Source: an optimization exercise on an open RTL-to-GDS flow (aim: small area, a short achievable clock period and few clock cycles). Production flows keep margins and buffers that such runs may drop.
At most, simulation tests tie the RTL to the original design; equivalence was not proved.
Power and IR drop assume default switching activity.

Setup of 05-02:
## riscv_alu
module riscv_alu (
	input  logic                           clk_i,
	input  logic                           rst_n_i,
	input  logic                           enable_i,
	input  logic [6:0]                     operator_i,
	input  logic [31:0]                    operand_a_i,
	input  logic [31:0]                    operand_b_i,
	input  logic                           ex_ready_i,
	output logic [31:0]                    result_o,
	output logic                           comparison_result_o,
	output logic                           ready_o
);
==> flow/config.mk <==
export PLATFORM = sky130hd
export DESIGN_NAME = riscv_alu
export DESIGN_NICKNAME = riscv_alu
export VERILOG_FILES = /design/flow/design.v
export SDC_FILE = /design/flow/constraint.sdc
export NUM_CORES = 4
export LEC_CHECK = 0
export ABC_AREA = 1
export CAP_MARGIN = 20
export CORE_MARGIN = 2
export CORE_UTILIZATION = 40
export SETUP_SLACK_MARGIN = 3
export SLEW_MARGIN = 20
==> flow/constraint.sdc <==
create_clock -name core_clock -period 12.0 [get_ports {clk_i}]
set_input_delay 2.4000 -clock core_clock [delete_from_list [all_inputs] [get_ports {clk_i}]]
set_output_delay 2.4000 -clock core_clock [all_outputs]
set_load 0.01 [all_outputs]
run.sh (not shown) runs the stock make flow with config.mk's settings and CLKGATE_MAP_FILE= SYNTH_SCRIPT=/design/flow/synth_recipe.tcl, a recipe that flattens the netlist after the stock synthesis.
[inputs] 11-18 vs 05-02
-- flow/design.v --
<<< 05-02, line 141
	input  logic [31:0] a_i,
	output logic [5:0]  count_o,
	output logic [5:0]  a_len_o,
	output logic [4:0]  a_hi_o,        
	output logic        a_top_o,
	output logic        a_inv_o
);
	logic [5:0]  popcnt;
>>> 11-18, line 141
	input  logic [31:0] a_i,
	output logic [5:0]  count_o,
	output logic [5:0]  a_len_o
);
	logic [5:0]  popcnt;
<<< 05-02, line 220
	assign a_zero = ~|a_i;
	assign a_len_o = x[31] ? 6'd32 : ({1'b0, hi} + 6'(inv));
	assign a_hi_o  = hi;
	assign a_top_o = x[31];
	assign a_inv_o = inv;
	always_comb begin
		case (op_i[1:0])
>>> 11-18, line 217
	assign a_zero = ~|a_i;
	assign a_len_o = x[31] ? 6'd32 : ({1'b0, hi} + 6'(inv));
	always_comb begin
		case (op_i[1:0])
<<< 05-02, line 244
	input  logic [31:0] b_i,
	input  logic [5:0]  a_len_i,       
	input  logic [4:0]  a_hi_i,        
	input  logic        a_top_i,
	input  logic        a_inv_i,
	input  logic [31:0] rot_i,         
	input  logic [31:0] sum_i,         
>>> 11-18, line 238
	input  logic [31:0] b_i,
	input  logic [5:0]  a_len_i,       
	input  logic [31:0] rot_i,         
	input  logic [31:0] sum_i,         
<<< 05-02, line 267
	logic        b_zero;
	logic [5:0]  b_len;
	logic [31:0] y;
	logic [4:0]  b_hi;
	logic        hi_lt;
	logic        hi_next;
	logic        fast;
	logic [5:0]  span;
>>> 11-18, line 258
	logic        b_zero;
	logic [5:0]  b_len;
	logic        fast;
	logic [5:0]  span;
<<< 05-02, line 292
	assign neg_b  = sgn & b_i[31];
	assign b_zero = ~|b_i;
	assign y      = b_i ^ {32{neg_b}};
	assign b_hi   = riscv_alu_pkg::high_index({y[30:0], 1'b1});
	assign b_len  = y[31] ? 6'd32 : {1'b0, b_hi};
	always_comb begin
		hi_next = 1'b1;
		for (int i = 0; i < 5; i++) begin
			hi_next = hi_next & ((a_hi_i[i] ^ b_hi[i]) ==
				((a_hi_i & 5'((1 << i) - 1)) == 5'((1 << i) - 1)));
		end
	end
	assign hi_lt = (a_hi_i < b_hi) & ~(a_inv_i & hi_next);
	assign fast  = b_zero | (~a_top_i & (y[31] | hi_lt));
	assign span = a_len_i - b_len + 6'd1;
	assign rot_amt_o = cnt_q;
>>> 11-18, line 279
	assign neg_b  = sgn & b_i[31];
	assign b_zero = ~|b_i;
	assign b_len  = riscv_alu_pkg::bit_len(b_i ^ {32{neg_b}});
	assign fast = b_zero | (a_len_i < b_len);
	assign span = a_len_i - b_len + 6'd1;
	assign rot_amt_o = cnt_q;
<<< 05-02, line 411
	logic [5:0]  count;
	logic [5:0]  a_len;
	logic [4:0]  a_hi;
	logic        a_top;
	logic        a_inv;
	logic [4:0]  rot_amt;
	logic        div_align;
>>> 11-18, line 388
	logic [5:0]  count;
	logic [5:0]  a_len;
	logic [4:0]  rot_amt;
	logic        div_align;
<<< 05-02, line 466
	);
	riscv_alu_bit_count bit_count_i (
		.op_i(op), .a_i(a), .count_o(count), .a_len_o(a_len), .a_hi_o(a_hi),
		.a_top_o(a_top), .a_inv_o(a_inv)
	);
	riscv_alu_div div_i (
		.clk_i(clk_i), .rst_n_i(rst_n_i), .req_i(enable_i & g_div), .ex_ready_i(ex_ready_i),
		.op_i(op), .a_i(a), .b_i(b), .a_len_i(a_len), .a_hi_i(a_hi), .a_top_i(a_top), .a_inv_i(a_inv), .rot_i(shift_result),
		.sum_i(sum), .cout_i(cout), .rot_amt_o(rot_amt), .align_o(div_align), .dvd_o(div_dvd), .busy_o(div_busy),
		.done_o(div_done), .p_o(div_p), .mag_o(div_mag), .neg_b_o(div_neg_b), .neg_res_o(div_neg_res),
>>> 11-18, line 440
	);
	riscv_alu_bit_count bit_count_i (
		.op_i(op), .a_i(a), .count_o(count), .a_len_o(a_len)
	);
	riscv_alu_div div_i (
		.clk_i(clk_i), .rst_n_i(rst_n_i), .req_i(enable_i & g_div), .ex_ready_i(ex_ready_i),
		.op_i(op), .a_i(a), .b_i(b), .a_len_i(a_len), .rot_i(shift_result),
		.sum_i(sum), .cout_i(cout), .rot_amt_o(rot_amt), .align_o(div_align), .dvd_o(div_dvd), .busy_o(div_busy),
		.done_o(div_done), .p_o(div_p), .mag_o(div_mag), .neg_b_o(div_neg_b), .neg_res_o(div_neg_res),
Notes after the runs:
- Summary of 11-18 over 05-02: die boundary height shrank by 0.92 µm; final non-filler cell area saw an increase; clock buffer and inverter area fraction after layout has remained practically unchanged.
- Compared with 05-02, 11-18 shows a lower final critical-path setup slack.
- Side by side, total number of cells along the worst setup path turned out lower in 11-18 than in 05-02.
- Going from 05-02 to 11-18, share of the cycle needed by the critical path after routing saw an increase; internal cell power saw an increase.
- Relative to 05-02, filler cell count has gone down in 11-18.
- For 11-18, the library cell contributing the largest single delay on the critical path was sky130_fd_sc_hd__nor3_4, unlike 05-02, where it was sky130_fd_sc_hd__ha_1.
- NOTE: met1 capacity usage during global routing in 11-18 exceeds that of 05-02
- Sort 11-18 and 05-02 by sequential share of layout area, ascending, and 11-18 comes first.
- Area of the die in 11-18 vs 05-02: down 0.93%
- 11-18 finished end to end and its layout was clean on timing, DRC and antenna.
- 11-18 vs 05-02 on met3 routed wirelength: 11-18 is the lower one.
Testbench counts of 11-18, summed over its fixed seeds: cycles 33,415.
No functional check of the RTL was part of 05-02.

## port drivers added, routing unchanged
The flow's constraints put no driver on any port. The routed layouts listed below were extracted and timed again, unchanged, in two steps.
Step 1 assumes that a clkbuf_16 drives the clock port and a buf_2 every other input.
Step 2 adds t to the input delays and takes it off the output delays; t is the mean of the earliest and latest rising clock arrival at the registers after step 1. Input paths then give back, and output paths get back, about the clock's delay inside the block.
a / b / c = ideal / step 1 / step 2; a / b = the first two.
| run | t (ns) | setup slack, ns | worst slew at a driven data input, ns |
|---|---|---|---|
| 05-02 | 0.412 | 2.809 / 2.708 / 2.708 | 0.10 |
| 11-18 | 0.400 | 2.731 / 2.663 / 2.663 | 0.06 |
After both steps every run listed still meets setup and hold. The setup slack of 05-02, which loses most, moves by -0.101 ns with the drivers and by -0.101 ns with both steps.
